Source: an optimization exercise on an open RTL-to-GDS flow (aim: a short achievable clock period and few clock cycles per item). Production flows keep margins and buffers that such runs may drop. Function was checked by simulation only, so behaviour that the tests miss may differ from the original.

==> run a <==
Design mipsProcessor, start of the top module:
module mipsProcessor (
	input  logic             CLK,
	input  logic             reset,
	input  logic             memReady,
	input  mipsPkg::dataT    memRData,
	output logic             memValid,
	output logic             memWrite,
	output mipsPkg::memAddrT memAddr,
	output mipsPkg::dataT    memWData,
	output logic             resultValid,
	output mipsPkg::regAddrT resultReg,
	output mipsPkg::dataT    resultData
);
==> flow/config.mk <==
export PLATFORM = sky130hd
export DESIGN_NAME = mipsProcessor
export DESIGN_NICKNAME = mipsProcessor
export VERILOG_FILES = /design/flow/design.v
export SDC_FILE = /design/flow/constraint.sdc
export NUM_CORES = 4
export LEC_CHECK = 0
export ABC_CLOCK_PERIOD_IN_PS = 3000
export CAP_MARGIN = 20
export CORE_MARGIN = 2
export CORE_UTILIZATION = 40
export SLEW_MARGIN = 20
==> flow/constraint.sdc <==
create_clock -name core_clock -period 10.0 [get_ports {CLK}]
set_input_delay 2.0000 -clock core_clock [delete_from_list [all_inputs] [get_ports {CLK}]]
set_output_delay 2.0000 -clock core_clock [all_outputs]
set_load 0.01 [all_outputs]
standard.sh (not shown) runs the stock make flow with config.mk's settings and CLKGATE_MAP_FILE= SYNTH_SCRIPT=/design/flow/synth_recipe.tcl, a recipe that flattens the netlist after the stock synthesis.
==> flow/flow/run.sh <==
#!/bin/bash
# Layout flow: the standard layout (standard.sh, which runs ORFS from
# synthesis to the final layout unchanged), with repair_timing asked for more
# setup slack than the clock period needs, so the layout is optimised for a
# shorter achieved period. The clock, constraints and synthesis are the standard flow's.
# make's full output goes to standard.log in this folder; ORFS's per-step logs
# are under orfs/logs/.
set -euo pipefail
export SETUP_SLACK_MARGIN=6.8
bash standard.sh > standard.log 2>&1
==> run b: changes against run a <==
--- a/flow/design.v
+++ b/flow/design.v
@@ -259,62 +259,16 @@
 		dec[mipsPkg::DecBFromRt] = isR || isSw;
 		dec[mipsPkg::DecZext] = op == mipsPkg::OpAndi || op == mipsPkg::OpOri ||
 			op == mipsPkg::OpXori;
 		dec[mipsPkg::DecSub] = sub;
 		dec[mipsPkg::DecSigned] = signedLt;
 		dec[mipsPkg::DecArith] = arith;
 	end
 endmodule
-module datapath (
-	input  logic ready,       
-	input  logic memValid,
-	input  logic reqFetch,
-	input  logic eValid,
-	input  logic eLoad,
-	input  logic eStore,
-	input  logic eIssued,
-	input  logic eRetires,
-	input  logic flush,
-	input  logic fetchRoom,   
-	input  logic dValid,
-	input  logic hazard,
-	input  logic storeHit,
-	output logic dataIssue,   
-	output logic fetchIssue,
-	output logic storeFlush,  
-	output logic eFree,       
-	output logic eRetire,     
-	output logic dAdv,        
-	output logic push,        
-	output logic busIdle      
-);
-	logic busFree;
-	logic eNeedBus;
-	assign busFree = !memValid || ready;
-	assign eNeedBus = eValid && (eLoad || eStore) && !eIssued;
-	always_comb begin
-		if (!eValid) begin
-			eFree = 1'b1;
-		end else if (eStore) begin
-			eFree = busFree;
-		end else if (eLoad) begin
-			eFree = eIssued && ready;   
-		end else begin
-			eFree = 1'b1;
-		end
-	end
-	assign dataIssue = eNeedBus && busFree && !flush;
-	assign fetchIssue = !eNeedBus && fetchRoom && !flush && busFree;
-	assign storeFlush = dataIssue && eStore && storeHit;
-	assign eRetire = eValid && eRetires && eFree && !flush;
-	assign dAdv = dValid && eFree && !hazard && !flush;
-	assign push = memValid && ready && reqFetch && !flush;
-	assign busIdle = busFree && !dataIssue && !fetchIssue;
-endmodule
 module mipsProcessor (
 	input  logic             CLK,
 	input  logic             reset,
 	input  logic             memReady,
 	input  mipsPkg::dataT    memRData,
 	output logic             memValid,
 	output logic             memWrite,
 	output mipsPkg::memAddrT memAddr,
@@ -322,17 +276,21 @@
 	output logic             resultValid,
 	output mipsPkg::regAddrT resultReg,
 	output mipsPkg::dataT    resultData
 );
 	localparam int Q = 6;   
 	localparam int CW = 3;     
 	logic reqFetch;               
 	mipsPkg::wordAddrT reqAddr;
+	logic busFree;                
+	logic fetchDone;              
 	assign memAddr = {reqAddr, 2'b00};
+	assign busFree = !memValid || memReady;
+	assign fetchDone = memValid && memReady && reqFetch;
 	mipsPkg::decodedT q [Q];
 	logic [Q:0] qFill;            
 	logic [CW-1:0] slots;         
 	mipsPkg::wordAddrT fetchPc;   
 	mipsPkg::wordAddrT dPc;       
 	mipsPkg::decodedT fetchDec;
 	controlUnit u_dec (
 		.instr(memRData),
@@ -397,94 +355,62 @@
 		end
 	end
 	assign dA = dq[mipsPkg::DecLui] ? '0 : rsVal;
 	assign dB = dq[mipsPkg::DecBFromRt] ? rtVal : immVal;   
 	mipsPkg::dataT aluResult;
 	logic [8:0] eByteAddr;
 	mipsPkg::wordAddrT eAddr;
 	logic [8:0] hitDist;
+	logic eNeedBus;               
 	logic eFree;                  
 	logic eRetire;                
 	logic storeFlush;             
 	logic dataIssue;              
+	logic fetchRoom;
 	logic fetchIssue;
 	logic storeHit;
 	logic hazard;
 	logic dAdv;
-	logic push;
 	alu u_alu (
 		.sel(eSel),
 		.signedLt(eSignedLt),
 		.arith(eArith),
 		.cin(eCin),
 		.a(eA),
 		.b(eB),
 		.bAdd(eBAdd),
 		.result(aluResult)
 	);
 	assign eByteAddr = eA[8:0] + eImm;
 	assign eAddr = eByteAddr[8:2];
 	assign hitDist = eA[8:0] + eHitBase;
 	assign storeHit = hitDist[8:5] == '0 && {1'b0, hitDist[4:2]} < 4'(slots);
+	assign eNeedBus = eValid && (eLoad || eStore) && !eIssued;
+	always_comb begin
+		if (!eValid) begin
+			eFree = 1'b1;
+		end else if (eStore) begin
+			eFree = busFree;
+		end else if (eLoad) begin
+			eFree = eIssued && memReady;   
+		end else begin
+			eFree = 1'b1;
+		end
+	end
+	assign eRetire = eValid && eRetires && eFree && !flush;
+	assign fetchRoom = slots < CW'(Q) && !flush;
+	assign dataIssue = eNeedBus && busFree && !flush;
+	assign fetchIssue = !eNeedBus && fetchRoom && busFree;
+	assign storeFlush = dataIssue && eStore && storeHit;
 	assign hazard = eValid && eWrites &&
 		((dq[mipsPkg::DecUsesRs] && rs == eDest) || (dq[mipsPkg::DecUsesRt] && rt == eDest));
-	logic [7:0] ctl0;
-	logic [7:0] ctl1;
-	logic fetchRoom;
-	logic busIdle;
-	assign fetchRoom = slots < CW'(Q);
-	datapath u_ctl0 (
-		.ready(1'b0),
-		.memValid(memValid),
-		.reqFetch(reqFetch),
-		.eValid(eValid),
-		.eLoad(eLoad),
-		.eStore(eStore),
-		.eIssued(eIssued),
-		.eRetires(eRetires),
-		.flush(flush),
-		.fetchRoom(fetchRoom),
-		.dValid(dValid),
-		.hazard(hazard),
-		.storeHit(storeHit),
-		.dataIssue(ctl0[0]),
-		.fetchIssue(ctl0[1]),
-		.storeFlush(ctl0[2]),
-		.eFree(ctl0[3]),
-		.eRetire(ctl0[4]),
-		.dAdv(ctl0[5]),
-		.push(ctl0[6]),
-		.busIdle(ctl0[7])
-	);
-	datapath u_ctl1 (
-		.ready(1'b1),
-		.memValid(memValid),
-		.reqFetch(reqFetch),
-		.eValid(eValid),
-		.eLoad(eLoad),
-		.eStore(eStore),
-		.eIssued(eIssued),
-		.eRetires(eRetires),
-		.flush(flush),
-		.fetchRoom(fetchRoom),
-		.dValid(dValid),
-		.hazard(hazard),
-		.storeHit(storeHit),
-		.dataIssue(ctl1[0]),
-		.fetchIssue(ctl1[1]),
-		.storeFlush(ctl1[2]),
-		.eFree(ctl1[3]),
-		.eRetire(ctl1[4]),
-		.dAdv(ctl1[5]),
-		.push(ctl1[6]),
-		.busIdle(ctl1[7])
-	);
-	assign {busIdle, push, dAdv, eRetire, eFree, storeFlush, fetchIssue, dataIssue} =
-		memReady ? ctl1 : ctl0;
+	assign dAdv = dValid && eFree && !hazard && !flush;
+	logic push;
+	assign push = fetchDone && !flush;
 	always_ff @(posedge CLK) begin
 		for (int i = 0; i < Q; i++) begin
 			if (push && (dAdv ? qFill[i + 1] : qFill[i])) begin
 				q[i] <= fetchDec;
 			end else if (dAdv && i < Q - 1) begin
 				q[i] <= q[(i < Q - 1) ? i + 1 : i];
 			end
 		end
@@ -525,17 +451,17 @@
 		end else if (dataIssue) begin
 			memValid <= 1'b1;
 			memWrite <= eStore;
 			reqFetch <= 1'b0;
 		end else if (fetchIssue) begin
 			memValid <= 1'b1;
 			memWrite <= 1'b0;
 			reqFetch <= 1'b1;
-		end else if (busIdle) begin
+		end else if (busFree) begin
 			memValid <= 1'b0;
 		end
 	end
 	always_ff @(posedge CLK) begin
 		if (dataIssue) begin
 			reqAddr <= eAddr;
 		end else if (fetchIssue) begin
 			reqAddr <= fetchPc;
==> flow/run.sh (new file) <==
#!/bin/bash
# synth_recipe.tcl (not shown) runs the flow's synth.tcl, then flattens the netlist and writes it again
# the make line also repeats each setting of config.mk as NAME=value (left out here)
make -C /OpenROAD-flow-scripts/flow DESIGN_CONFIG=/design/flow/config.mk WORK_HOME=/design/flow/orfs CLKGATE_MAP_FILE= SYNTH_SCRIPT=/design/flow/synth_recipe.tcl finish
Settings changed: SETUP_SLACK_MARGIN set to 5.
removed: flow/flow/run.sh
removed: flow/standard.sh
==> run c: changes against run a <==
--- a/flow/design.v
+++ b/flow/design.v
@@ -60,33 +60,41 @@
 module registerFile (
 	input  logic             CLK,
 	input  logic             reset,
 	input  logic             regWrite,
 	input  mipsPkg::regAddrT wrAddr,
 	input  mipsPkg::dataT    wrData,
 	input  mipsPkg::regAddrT rdAddrA,
 	input  mipsPkg::regAddrT rdAddrB,
+	input  logic [31:0]      rdSelA,   
+	input  logic [31:0]      rdSelB,   
 	output mipsPkg::dataT    rdDataA,
 	output mipsPkg::dataT    rdDataB
 );
 	mipsPkg::dataT regs [1:31];
 	mipsPkg::dataT rfA;
 	mipsPkg::dataT rfB;
 	always_ff @(posedge CLK) begin
 		if (reset) begin
 			for (int i = 1; i < 32; i++) begin
 				regs[i] <= '0;
 			end
 		end else if (regWrite && wrAddr != '0) begin
 			regs[wrAddr] <= wrData;
 		end
 	end
-	assign rfA = (rdAddrA == '0) ? '0 : regs[rdAddrA];
-	assign rfB = (rdAddrB == '0) ? '0 : regs[rdAddrB];
+	always_comb begin
+		rfA = '0;
+		rfB = '0;
+		for (int i = 1; i < 32; i++) begin
+			rfA = rfA | ({32{rdSelA[i]}} & regs[i]);
+			rfB = rfB | ({32{rdSelB[i]}} & regs[i]);
+		end
+	end
 	assign rdDataA = (regWrite && wrAddr == rdAddrA && rdAddrA != '0) ? wrData : rfA;
 	assign rdDataB = (regWrite && wrAddr == rdAddrB && rdAddrB != '0) ? wrData : rfB;
 endmodule
 module prefixAdder #(
 	parameter int W = 32
 ) (
 	input  logic [W-1:0] a,
 	input  logic [W-1:0] b,
@@ -259,86 +267,51 @@
 		dec[mipsPkg::DecBFromRt] = isR || isSw;
 		dec[mipsPkg::DecZext] = op == mipsPkg::OpAndi || op == mipsPkg::OpOri ||
 			op == mipsPkg::OpXori;
 		dec[mipsPkg::DecSub] = sub;
 		dec[mipsPkg::DecSigned] = signedLt;
 		dec[mipsPkg::DecArith] = arith;
 	end
 endmodule
-module datapath (
-	input  logic ready,       
-	input  logic memValid,
-	input  logic reqFetch,
-	input  logic eValid,
-	input  logic eLoad,
-	input  logic eStore,
-	input  logic eIssued,
-	input  logic eRetires,
-	input  logic flush,
-	input  logic fetchRoom,   
-	input  logic dValid,
-	input  logic hazard,
-	input  logic storeHit,
-	output logic dataIssue,   
-	output logic fetchIssue,
-	output logic storeFlush,  
-	output logic eFree,       
-	output logic eRetire,     
-	output logic dAdv,        
-	output logic push,        
-	output logic busIdle      
-);
-	logic busFree;
-	logic eNeedBus;
-	assign busFree = !memValid || ready;
-	assign eNeedBus = eValid && (eLoad || eStore) && !eIssued;
-	always_comb begin
-		if (!eValid) begin
-			eFree = 1'b1;
-		end else if (eStore) begin
-			eFree = busFree;
-		end else if (eLoad) begin
-			eFree = eIssued && ready;   
-		end else begin
-			eFree = 1'b1;
-		end
-	end
-	assign dataIssue = eNeedBus && busFree && !flush;
-	assign fetchIssue = !eNeedBus && fetchRoom && !flush && busFree;
-	assign storeFlush = dataIssue && eStore && storeHit;
-	assign eRetire = eValid && eRetires && eFree && !flush;
-	assign dAdv = dValid && eFree && !hazard && !flush;
-	assign push = memValid && ready && reqFetch && !flush;
-	assign busIdle = busFree && !dataIssue && !fetchIssue;
-endmodule
 module mipsProcessor (
 	input  logic             CLK,
 	input  logic             reset,
 	input  logic             memReady,
 	input  mipsPkg::dataT    memRData,
 	output logic             memValid,
 	output logic             memWrite,
 	output mipsPkg::memAddrT memAddr,
 	output mipsPkg::dataT    memWData,
 	output logic             resultValid,
 	output mipsPkg::regAddrT resultReg,
 	output mipsPkg::dataT    resultData
 );
-	localparam int Q = 6;   
-	localparam int CW = 3;     
+	localparam int Q = 6;    
+	localparam int CW = 3;   
 	logic reqFetch;               
 	mipsPkg::wordAddrT reqAddr;
+	logic busFree;                
+	mipsPkg::dataT rData;         
+	logic rLoad;                  
+	logic discard;                
 	assign memAddr = {reqAddr, 2'b00};
+	assign busFree = !memValid || memReady;
+	logic mValid;
+	logic mBusy;
+	mipsPkg::wordAddrT mAddr;
+	mipsPkg::dataT mData;
 	mipsPkg::decodedT q [Q];
 	logic [Q:0] qFill;            
 	logic [CW-1:0] slots;         
 	mipsPkg::wordAddrT fetchPc;   
 	mipsPkg::wordAddrT dPc;       
 	mipsPkg::decodedT fetchDec;
+	logic [31:0] dSelRs;          
+	logic [31:0] dSelRt;
 	controlUnit u_dec (
 		.instr(memRData),
 		.dec(fetchDec)
 	);
 	logic eValid;
 	logic eWrites;                
 	logic eRetires;               
 	logic eLoad;
@@ -379,16 +352,18 @@
 	registerFile u_regFile (
 		.CLK(CLK),
 		.reset(reset),
 		.regWrite(wValid),
 		.wrAddr(wReg),
 		.wrData(wData),
 		.rdAddrA(rs),
 		.rdAddrB(rt),
+		.rdSelA(dSelRs),
+		.rdSelB(dSelRt),
 		.rdDataA(rsVal),
 		.rdDataB(rtVal)
 	);
 	always_comb begin
 		if (dq[mipsPkg::DecLui]) begin
 			immVal = {imm, 16'b0};
 		end else if (dq[mipsPkg::DecZext]) begin
 			immVal = {16'b0, imm};
@@ -397,103 +372,87 @@
 		end
 	end
 	assign dA = dq[mipsPkg::DecLui] ? '0 : rsVal;
 	assign dB = dq[mipsPkg::DecBFromRt] ? rtVal : immVal;   
 	mipsPkg::dataT aluResult;
 	logic [8:0] eByteAddr;
 	mipsPkg::wordAddrT eAddr;
 	logic [8:0] hitDist;
+	logic hitOld;                 
+	logic hitNew;                 
+	logic storeHit;
 	logic eFree;                  
 	logic eRetire;                
-	logic storeFlush;             
-	logic dataIssue;              
+	logic storeToM;               
+	logic loadIssue;              
+	logic mIssue;                 
 	logic fetchIssue;
-	logic storeHit;
 	logic hazard;
 	logic dAdv;
 	logic push;
 	alu u_alu (
 		.sel(eSel),
 		.signedLt(eSignedLt),
 		.arith(eArith),
 		.cin(eCin),
 		.a(eA),
 		.b(eB),
 		.bAdd(eBAdd),
 		.result(aluResult)
 	);
 	assign eByteAddr = eA[8:0] + eImm;
 	assign eAddr = eByteAddr[8:2];
 	assign hitDist = eA[8:0] + eHitBase;
-	assign storeHit = hitDist[8:5] == '0 && {1'b0, hitDist[4:2]} < 4'(slots);
+	assign hitOld = hitDist[8:5] == '0 && {1'b0, hitDist[4:2]} < 4'(slots);
+	assign hitNew = hitDist[8:5] == '0 && {1'b0, hitDist[4:2]} <= 4'(slots);
+	assign mBusy = mValid || (memValid && memWrite);
+	always_comb begin
+		if (!eValid) begin
+			eFree = 1'b1;
+		end else if (eStore) begin
+			eFree = !mBusy;
+		end else if (eLoad) begin
+			eFree = rLoad;   
+		end else begin
+			eFree = 1'b1;
+		end
+	end
+	assign storeToM = eValid && eStore && !mBusy && !flush;
+	assign eRetire = eValid && eRetires && eFree && !flush;
 	assign hazard = eValid && eWrites &&
 		((dq[mipsPkg::DecUsesRs] && rs == eDest) || (dq[mipsPkg::DecUsesRt] && rt == eDest));
-	logic [7:0] ctl0;
-	logic [7:0] ctl1;
-	logic fetchRoom;
-	logic busIdle;
-	assign fetchRoom = slots < CW'(Q);
-	datapath u_ctl0 (
-		.ready(1'b0),
-		.memValid(memValid),
-		.reqFetch(reqFetch),
-		.eValid(eValid),
-		.eLoad(eLoad),
-		.eStore(eStore),
-		.eIssued(eIssued),
-		.eRetires(eRetires),
-		.flush(flush),
-		.fetchRoom(fetchRoom),
-		.dValid(dValid),
-		.hazard(hazard),
-		.storeHit(storeHit),
-		.dataIssue(ctl0[0]),
-		.fetchIssue(ctl0[1]),
-		.storeFlush(ctl0[2]),
-		.eFree(ctl0[3]),
-		.eRetire(ctl0[4]),
-		.dAdv(ctl0[5]),
-		.push(ctl0[6]),
-		.busIdle(ctl0[7])
-	);
-	datapath u_ctl1 (
-		.ready(1'b1),
-		.memValid(memValid),
-		.reqFetch(reqFetch),
-		.eValid(eValid),
-		.eLoad(eLoad),
-		.eStore(eStore),
-		.eIssued(eIssued),
-		.eRetires(eRetires),
-		.flush(flush),
-		.fetchRoom(fetchRoom),
-		.dValid(dValid),
-		.hazard(hazard),
-		.storeHit(storeHit),
-		.dataIssue(ctl1[0]),
-		.fetchIssue(ctl1[1]),
-		.storeFlush(ctl1[2]),
-		.eFree(ctl1[3]),
-		.eRetire(ctl1[4]),
-		.dAdv(ctl1[5]),
-		.push(ctl1[6]),
-		.busIdle(ctl1[7])
-	);
-	assign {busIdle, push, dAdv, eRetire, eFree, storeFlush, fetchIssue, dataIssue} =
-		memReady ? ctl1 : ctl0;
+	assign dAdv = dValid && eFree && !hazard && !flush;
+	assign mIssue = mValid && busFree;
+	assign loadIssue = eValid && eLoad && !eIssued && !mValid && !flush && busFree;
+	assign fetchIssue = busFree && !mValid && !(eValid && eLoad && !eIssued) &&
+		!flush && slots < CW'(Q);
+	assign storeHit = fetchIssue ? hitNew : hitOld;
+	assign push = memValid && memReady && reqFetch && !discard && !flush;
 	always_ff @(posedge CLK) begin
 		for (int i = 0; i < Q; i++) begin
 			if (push && (dAdv ? qFill[i + 1] : qFill[i])) begin
 				q[i] <= fetchDec;
 			end else if (dAdv && i < Q - 1) begin
 				q[i] <= q[(i < Q - 1) ? i + 1 : i];
 			end
 		end
 	end
+	logic [4:0] nextRs;
+	logic [4:0] nextRt;
+	logic headLoad;
+	assign headLoad = push && (dAdv ? qFill[1] : qFill[0]);
+	assign nextRs = headLoad ? fetchDec[mipsPkg::DecRs +: 5] : q[1][mipsPkg::DecRs +: 5];
+	assign nextRt = headLoad ? fetchDec[mipsPkg::DecRt +: 5] : q[1][mipsPkg::DecRt +: 5];
+	always_ff @(posedge CLK) begin
+		if (headLoad || dAdv) begin
+			dSelRs <= (32'b1 << nextRs) & ~32'b1;
+			dSelRt <= (32'b1 << nextRt) & ~32'b1;
+		end
+	end
 	always_ff @(posedge CLK) begin
 		if (reset || flush) begin
 			qFill <= (Q + 1)'(1);
 		end else if (push && !dAdv) begin
 			qFill <= {qFill[Q-1:0], 1'b0};
 		end else if (dAdv && !push) begin
 			qFill <= {1'b0, qFill[Q:1]};
 		end
@@ -517,52 +476,83 @@
 			end
 		end
 	end
 	always_ff @(posedge CLK) begin
 		if (reset) begin
 			memValid <= 1'b0;
 			memWrite <= 1'b0;
 			reqFetch <= 1'b0;
-		end else if (dataIssue) begin
+		end else if (mIssue) begin
 			memValid <= 1'b1;
-			memWrite <= eStore;
+			memWrite <= 1'b1;
+			reqFetch <= 1'b0;
+		end else if (loadIssue) begin
+			memValid <= 1'b1;
+			memWrite <= 1'b0;
 			reqFetch <= 1'b0;
 		end else if (fetchIssue) begin
 			memValid <= 1'b1;
 			memWrite <= 1'b0;
 			reqFetch <= 1'b1;
-		end else if (busIdle) begin
+		end else if (busFree) begin
 			memValid <= 1'b0;
 		end
 	end
 	always_ff @(posedge CLK) begin
-		if (dataIssue) begin
+		memWData <= mData;
+		if (mIssue) begin
+			reqAddr <= mAddr;
+		end else if (loadIssue) begin
 			reqAddr <= eAddr;
 		end else if (fetchIssue) begin
 			reqAddr <= fetchPc;
 		end
-		if (dataIssue && eStore) begin
-			memWData <= eB;
+	end
+	always_ff @(posedge CLK) begin
+		rData <= memRData;
+		if (reset) begin
+			rLoad <= 1'b0;
+			discard <= 1'b0;
+		end else begin
+			rLoad <= memValid && memReady && !reqFetch && !memWrite;
+			if (storeToM && storeHit) begin
+				discard <= (memValid && reqFetch && !memReady) || fetchIssue;
+			end else if (memReady) begin
+				discard <= 1'b0;
+			end
+		end
+	end
+	always_ff @(posedge CLK) begin
+		if (reset) begin
+			mValid <= 1'b0;
+		end else if (storeToM) begin
+			mValid <= 1'b1;
+		end else if (mIssue) begin
+			mValid <= 1'b0;
+		end
+		if (storeToM) begin
+			mAddr <= eAddr;
+			mData <= eB;
 		end
 	end
 	always_ff @(posedge CLK) begin
 		if (reset || flush) begin
 			eValid <= 1'b0;
 		end else if (eFree) begin
 			eValid <= dAdv;
 		end
 	end
 	always_ff @(posedge CLK) begin
 		if (reset) begin
 			flush <= 1'b0;
 		end else begin
-			flush <= storeFlush;
+			flush <= storeToM && storeHit;
 		end
-		if (storeFlush) begin
+		if (storeToM) begin
 			flushPc <= dPc;
 		end
 	end
 	always_ff @(posedge CLK) begin
 		if (eFree) begin
 			eWrites <= dq[mipsPkg::DecWrites];
 			eRetires <= dq[mipsPkg::DecRetires];
 			eLoad <= dq[mipsPkg::DecLw];
@@ -573,32 +563,30 @@
 			eB <= dB;
 			eBAdd <= dSub ? ~dB : dB;
 			eCin <= dSub;
 			eSignedLt <= dq[mipsPkg::DecSigned];
 			eArith <= dq[mipsPkg::DecArith];
 			eSel <= dq[mipsPkg::DecSel +: 8];
 			eImm <= imm[8:0];
 			eHitBase <= imm[8:0] - {dPc + 7'd1, 2'b00};
-		end else if (dataIssue) begin
+		end else if (loadIssue) begin
 			eIssued <= 1'b1;
 		end
 	end
 	always_ff @(posedge CLK) begin
 		if (reset) begin
 			wValid <= 1'b0;
 			resultValid <= 1'b0;
 		end else begin
 			wValid <= eRetire && eWrites;
 			resultValid <= eRetire;
 		end
 	end
 	always_ff @(posedge CLK) begin
 		if (eRetire && eWrites) begin
 			wReg <= eDest;
-			wData <= eLoad ? memRData : aluResult;
-		end
-		if (eRetire) begin
-			resultReg <= eDest;
-			resultData <= eLoad ? memRData : aluResult;
+			wData <= eLoad ? rData : aluResult;
 		end
+		resultReg <= eDest;
+		resultData <= eLoad ? rData : aluResult;
 	end
 endmodule
==> out/metrics.cfg <==
[critical_path]
startpoint = reqAddr[6]$_DFFE_PP_
worst-setup-path-type = register to output pin
cp_max_fo = 1

[route]
drt-vias-per-instance = 7.10
wl_met3_um = 70000
drt-total-wl_um = 412000
drt-initial-drc-count = 15800

[global_route]
antenna_found_initial = 55
met2_usage_pct = 49.9

[clock_network]
clk_pin_slew_worst_paths_ns = 0.07

[pwr]
power.share.sequential_pct = 39.3

[sta]
fin_ws_ns = 6.61

[cells_and_area]
seq_share_pct = 49.8

[run_status]
status = no timing/DRC/antenna violations

Source of the figures above: run c

==> out/metrics.cfg <==
[global_route]
met2_usage_pct = 41.4
antenna_found_initial = 26

[pwr]
power.share.sequential_pct = 32.0

[route]
wl_met3_um = 37900
drt-initial-drc-count = 8727

[critical_path]
worst-setup-path-type = primary input to register
startpoint = memReady

[cells_and_area]
seq_share_pct = 46.0

[run_status]
status = no timing/DRC/antenna violations

Source of the figures above: run a

==> out/metrics.cfg <==
[route]
drt-initial-drc-count = 7711
drt-vias-per-instance = 6.07
wl_met3_um = 27200

[run_status]
status = no timing/DRC/antenna violations

[global_route]
met2_usage_pct = 37.1

[cells_and_area]
seq_share_pct = 50.3

[clock_network]
clk_pin_slew_worst_paths_ns = 0.06

[sta]
fin_ws_ns = 5.07

Source of the figures above: run b

Testbench counts of run a, summed over its fixed seeds: cycles 12,550, instrs 6,144.
Testbench counts of run b, summed over its fixed seeds: cycles 12,550, instrs 6,144.
Testbench counts of run c, summed over its fixed seeds: cycles 12,609, instrs 6,144.

==> re-timing with driven ports <==
Ports are ideal in the flow. The routed layouts listed here were re-timed in OpenROAD. Step 1 (the two cells are an assumption about what drives the block):
set clk [get_ports {CLK}]
set_driving_cell -lib_cell sky130_fd_sc_hd__clkbuf_16 $clk
set_driving_cell -lib_cell sky130_fd_sc_hd__buf_2 [delete_from_list [all_inputs] $clk]
Step 2 moves the port delays by t, midway between the first and last clock arrival at a register: inputs arrive t later, outputs are due t later. That takes back most of the time a late clock gives input paths. Slacks: ideal ports / drivers / drivers and shift; pairs: ideal ports / drivers.
run	t (ns)	setup slack, ns	worst data-port slew with drivers (ns)
run a	0.925	6.268 / 6.297 / 5.386	0.09
run b	0.891	5.069 / 5.069 / 4.275	0.18
run c	0.968	6.613 / 6.524 / 5.748	0.06
After both steps setup and hold are still met in every run listed. The setup slack of run a, which loses most, moves by +0.029 ns with the drivers and by -0.882 ns with both steps.
